Context: an optimization exercise on an open-source flow, tuned for small area. The choices shown serve that exercise and are no tape-out recipe.
Where RTL was checked, it was by simulation tests only, not by an equivalence proof against the original.
Power figures rest on the tool's default switching activity, not on a simulated workload.

==> module scan_ctrl_top, before the edit <==
module scan_ctrl_top (
    input  wire         clk,
    input  wire         reset,
    input  wire         rx_valid_i,
    input  wire  [7:0]  rx_data_i,
    output logic        tx_valid_o,
    output logic [7:0]  tx_data_o,
    input  wire         tx_ready_i,
    output logic        crc_err_o,
    output logic [2:0]  start_o,
    output logic [15:0] nx_pix_o,
    output logic [15:0] ny_pix_o,
    output logic [31:0] pixel_time_o
);
    localparam int SB = 19;  
    function automatic logic [7:0] crc_step(input logic [7:0] crc, input logic [7:0] data);
        logic [7:0] c;
        c = crc ^ data;
        for (int i = 0; i < 8; i++) begin
            c = c[7] ? ((c << 1) ^ 8'h07) : (c << 1);
        end
        crc_step = c;
    endfunction
    logic [4:0] rx_pos;
    logic [7:0] rx_crc;
    logic [2:0] rx_code;    
    logic       chk_q;      
    logic       crc_ok;
    logic       cmd_valid;
    assign crc_ok    = (rx_crc == 8'h00);
    assign cmd_valid = chk_q && crc_ok;
    assign crc_err_o = chk_q && !crc_ok;
    always_ff @(posedge clk) begin
        if (reset) begin
            rx_pos <= 5'd0;
            chk_q  <= 1'b0;
        end else begin
            chk_q <= rx_valid_i && (rx_pos == 5'd28);
            if (rx_valid_i) begin
                if (rx_pos == 5'd0) begin
                    if (rx_data_i == 8'hA5) rx_pos <= 5'd1;
                end else if (rx_pos == 5'd28) begin
                    rx_pos <= 5'd0;
                end else begin
                    rx_pos <= rx_pos + 5'd1;
                end
            end
        end
    end
    always_ff @(posedge clk) begin
        if (rx_pos == 5'd0) begin
            rx_crc <= 8'h00;
        end else if (rx_valid_i) begin
            rx_crc <= crc_step(rx_crc, rx_data_i);
        end
        if (rx_valid_i && rx_pos == 5'd1) begin
            rx_code <= (rx_data_i[7:3] == 5'd0) ? rx_data_i[2:0] : 3'd7;
        end
    end
    logic       req_q;
    logic [1:0] pbank;       
    logic [1:0] cnt;
    logic       accept, is_cfg;
    logic       ack;
    assign accept = cmd_valid && (start_o == 3'b000) && !req_q;
    assign is_cfg = !rx_code[2];
    always_ff @(posedge clk) begin
        if (reset) begin
            req_q   <= 1'b0;
            start_o <= 3'b000;
            cnt     <= 2'd0;
        end else begin
            if (accept && is_cfg) begin
                req_q <= 1'b1;
            end else if (ack) begin
                req_q <= 1'b0;
            end
            if (accept && rx_code[2] && rx_code != 3'd7) begin
                start_o <= {rx_code == 3'd6, rx_code == 3'd5, rx_code == 3'd4};
                cnt     <= 2'd3;
            end else if (cnt != 2'd0) begin
                cnt <= cnt - 2'd1;
            end else begin
                start_o <= 3'b000;
            end
        end
    end
    always_ff @(posedge clk) begin
        if (accept && is_cfg) pbank <= rx_code[1:0];
    end
    logic [2:0] s_oh, t_oh;
    always_ff @(posedge clk) begin
        if (reset) begin
            s_oh <= 3'b001;
        end else if (accept && is_cfg) begin
            s_oh <= {s_oh[1:0], s_oh[2]};
        end
    end
    assign t_oh = req_q ? {s_oh[1:0], s_oh[2]} : {s_oh[0], s_oh[2:1]};
    logic [SB*8-1:0] slot [3];
    logic            rx_shift, tx_shift;
    logic [4:0]      tx_pos;
    assign rx_shift = rx_valid_i && rx_pos != 5'd0 && rx_pos <= 5'd20;
    always_ff @(posedge clk) begin
        for (int k = 0; k < 3; k++) begin
            if ((rx_shift && s_oh[k]) || (tx_shift && t_oh[k])) begin
                slot[k] <= {slot[k][(SB-1)*8-1:0], rx_data_i};
            end
        end
    end
    logic [2:0]  scan_sel;
    logic        scan_hold;
    logic [63:0] scan_q, scan_d;
    assign scan_sel  = (accept && rx_code == 3'd0 && !reset) ? s_oh : 3'b000;
    assign scan_hold = !(reset || (accept && rx_code == 3'd0));
    always_comb begin
        scan_d = {64{scan_hold}} & scan_q;
        for (int k = 0; k < 3; k++) begin
            scan_d = scan_d | ({64{scan_sel[k]}} & {slot[k][15*8 +: 32], slot[k][3*8 +: 32]});
        end
    end
    always_ff @(posedge clk) scan_q <= scan_d;
    assign {nx_pix_o, ny_pix_o, pixel_time_o} = scan_q;
    logic [1:0] tbank;
    logic [7:0] tx_crc;
    logic [7:0] top;
    logic       xfer;
    logic       in_data;
    logic [4:0] nbytes;
    assign tx_valid_o = (tx_pos != 5'd0);
    assign xfer       = tx_valid_o && tx_ready_i;
    assign ack        = (tx_pos == 5'd0) && req_q;
    assign in_data    = (tx_pos >= 5'd3) && (tx_pos <= 5'd28);
    assign tx_shift   = xfer && in_data;
    always_comb begin
        top = '0;
        for (int k = 0; k < 3; k++) begin
            if (t_oh[k]) top = top | slot[k][(SB-1)*8 +: 8];
        end
    end
    always_comb begin
        case (tbank)
            2'd0:    nbytes = 5'd16;
            2'd1:    nbytes = 5'd18;
            2'd2:    nbytes = 5'd19;
            default: nbytes = 5'd13;
        endcase
    end
    logic [7:0] pay;
    assign pay = (tx_pos - 5'd3 < nbytes) ? top : 8'hF0;
    always_comb begin
        if (tx_pos == 5'd1)       tx_data_o = 8'hA5;
        else if (tx_pos == 5'd2)  tx_data_o = {6'd0, tbank};
        else if (tx_pos == 5'd29) tx_data_o = tx_crc;
        else                      tx_data_o = pay;
    end
    always_ff @(posedge clk) begin
        if (reset) begin
            tx_pos <= 5'd0;
        end else if (tx_pos == 5'd0) begin
            if (req_q) tx_pos <= 5'd1;
        end else if (xfer) begin
            tx_pos <= (tx_pos == 5'd29) ? 5'd0 : tx_pos + 5'd1;
        end
    end
    always_ff @(posedge clk) begin
        if (ack) tbank <= pbank;
        if (tx_pos == 5'd0) begin
            tx_crc <= {4'd0, pbank[1], ^pbank, ^pbank, pbank[0]};
        end else if (tx_shift) begin
            tx_crc <= crc_step(tx_crc, pay);
        end
    end
endmodule
export LEC_CHECK = 0
export ABC_AREA = 1
export CAP_MARGIN = 20
export CORE_MARGIN = 2
export CORE_UTILIZATION = 65
export SLEW_MARGIN = 20
create_clock -name core_clock -period 6.0 [get_ports {clk}]
standard.sh (not shown) runs the stock make flow with config.mk's settings and CLKGATE_MAP_FILE= SYNTH_SCRIPT=/design/flow/synth_recipe.tcl, a recipe that flattens the netlist after the stock synthesis.
==> flow/flow/run.sh <==
#!/bin/bash
set -euo pipefail
export BUFFER_PORTS_ARGS="-buffer_cell sky130_fd_sc_hd__buf_1"
export CTS_ARGS="-sink_clustering_enable -repair_clock_nets -dont_use_dummy_load -buf_list sky130_fd_sc_hd__clkbuf_8 -sink_clustering_size 12 -sink_clustering_max_diameter 300"
bash standard.sh > standard_make.log 2>&1
Edit:
--- a/flow/design.v
+++ b/flow/design.v
@@ -26,21 +26,20 @@
     logic [7:0] rx_crc;
     logic [2:0] rx_code;    
-    logic       chk_q;      
-    logic       crc_ok;
     logic       cmd_valid;
-    assign crc_ok    = (rx_crc == 8'h00);
-    assign cmd_valid = chk_q && crc_ok;
-    assign crc_err_o = chk_q && !crc_ok;
     always_ff @(posedge clk) begin
         if (reset) begin
-            rx_pos <= 5'd0;
-            chk_q  <= 1'b0;
+            rx_pos    <= 5'd0;
+            cmd_valid <= 1'b0;
+            crc_err_o <= 1'b0;
         end else begin
-            chk_q <= rx_valid_i && (rx_pos == 5'd28);
+            cmd_valid <= 1'b0;
+            crc_err_o <= 1'b0;
             if (rx_valid_i) begin
                 if (rx_pos == 5'd0) begin
                     if (rx_data_i == 8'hA5) rx_pos <= 5'd1;
                 end else if (rx_pos == 5'd28) begin
-                    rx_pos <= 5'd0;
+                    cmd_valid <= (rx_data_i == rx_crc);
+                    crc_err_o <= (rx_data_i != rx_crc);
+                    rx_pos    <= 5'd0;
                 end else begin
                     rx_pos <= rx_pos + 5'd1;
@@ -52,5 +51,5 @@
         if (rx_pos == 5'd0) begin
             rx_crc <= 8'h00;
-        end else if (rx_valid_i) begin
+        end else if (rx_valid_i && rx_pos != 5'd28) begin
             rx_crc <= crc_step(rx_crc, rx_data_i);
         end
@@ -110,17 +109,22 @@
         end
     end
-    logic [2:0]  scan_sel;
-    logic        scan_hold;
-    logic [63:0] scan_q, scan_d;
-    assign scan_sel  = (accept && rx_code == 3'd0 && !reset) ? s_oh : 3'b000;
-    assign scan_hold = !(reset || (accept && rx_code == 3'd0));
+    logic [SB*8-1:0] st;
     always_comb begin
-        scan_d = {64{scan_hold}} & scan_q;
+        st = '0;
         for (int k = 0; k < 3; k++) begin
-            scan_d = scan_d | ({64{scan_sel[k]}} & {slot[k][15*8 +: 32], slot[k][3*8 +: 32]});
+            if (s_oh[k]) st = st | slot[k];
         end
     end
-    always_ff @(posedge clk) scan_q <= scan_d;
-    assign {nx_pix_o, ny_pix_o, pixel_time_o} = scan_q;
+    always_ff @(posedge clk) begin
+        if (reset) begin
+            nx_pix_o     <= '0;
+            ny_pix_o     <= '0;
+            pixel_time_o <= '0;
+        end else if (accept && rx_code == 3'd0) begin
+            nx_pix_o     <= st[17*8 +: 16];
+            ny_pix_o     <= st[15*8 +: 16];
+            pixel_time_o <= st[3*8 +: 32];
+        end
+    end
     logic [1:0] tbank;
     logic [7:0] tx_crc;
@@ -148,11 +152,10 @@
         endcase
     end
-    logic [7:0] pay;
-    assign pay = (tx_pos - 5'd3 < nbytes) ? top : 8'hF0;
     always_comb begin
-        if (tx_pos == 5'd1)       tx_data_o = 8'hA5;
-        else if (tx_pos == 5'd2)  tx_data_o = {6'd0, tbank};
+        if (tx_pos == 5'd1)      tx_data_o = 8'hA5;
+        else if (tx_pos == 5'd2) tx_data_o = {6'd0, tbank};
         else if (tx_pos == 5'd29) tx_data_o = tx_crc;
-        else                      tx_data_o = pay;
+        else if (tx_pos - 5'd3 < nbytes) tx_data_o = top;
+        else                     tx_data_o = 8'hF0;
     end
     always_ff @(posedge clk) begin
@@ -168,7 +171,7 @@
         if (ack) tbank <= pbank;
         if (tx_pos == 5'd0) begin
-            tx_crc <= {4'd0, pbank[1], ^pbank, ^pbank, pbank[0]};
-        end else if (tx_shift) begin
-            tx_crc <= crc_step(tx_crc, pay);
+            tx_crc <= 8'h00;
+        end else if (xfer && tx_pos >= 5'd2 && tx_pos <= 5'd28) begin
+            tx_crc <= crc_step(tx_crc, tx_data_o);
         end
     end
The changed run passed the timing, design-rule and antenna checks.
Cell count grows by 1.7%.
Clock power stays flat.
Utilization fell by 0.59 points.
Sequential power increases by about 4%.
Design area came out higher by about 2%.
Total power rose by 5.9%.
Worst hold slack is worse by 0.0085 ns.
Worst setup slack gets better by 0.11 ns.
Maximum frequency grows by 2.5%.
Routed wire length increases by about 6%.
Clock-buffer cell count stays the same.
For the second run of this note, only the layout was checked, not whether the RTL still works.

## what the ideal ports hide
No port has a modelled driver above. Below, the same layouts with a new extraction and two added sets of constraints.
Step 1 (the two cells are an assumption about what drives the block):
set clk [get_ports {clk}]
set_driving_cell -lib_cell sky130_fd_sc_hd__clkbuf_16 $clk
set_driving_cell -lib_cell sky130_fd_sc_hd__buf_2 [delete_from_list [all_inputs] $clk]
Step 2, shift: input delay + t, output delay - t, t = (earliest + latest rising clock arrival at the registers) / 2. This alone moves slack from input paths to output paths.
Three values: ideal ports, drivers, drivers and shift; two values: the first two.
run | t, ns | setup slack, ns | clock arrival spread, ns
the first run | 0.607 | 1.645 / 1.596 / 2.203 | 0.059 / 0.059
the second run | 0.601 | 1.752 / 1.701 / 2.302 | 0.072 / 0.072
After both steps every run listed still meets setup and hold.
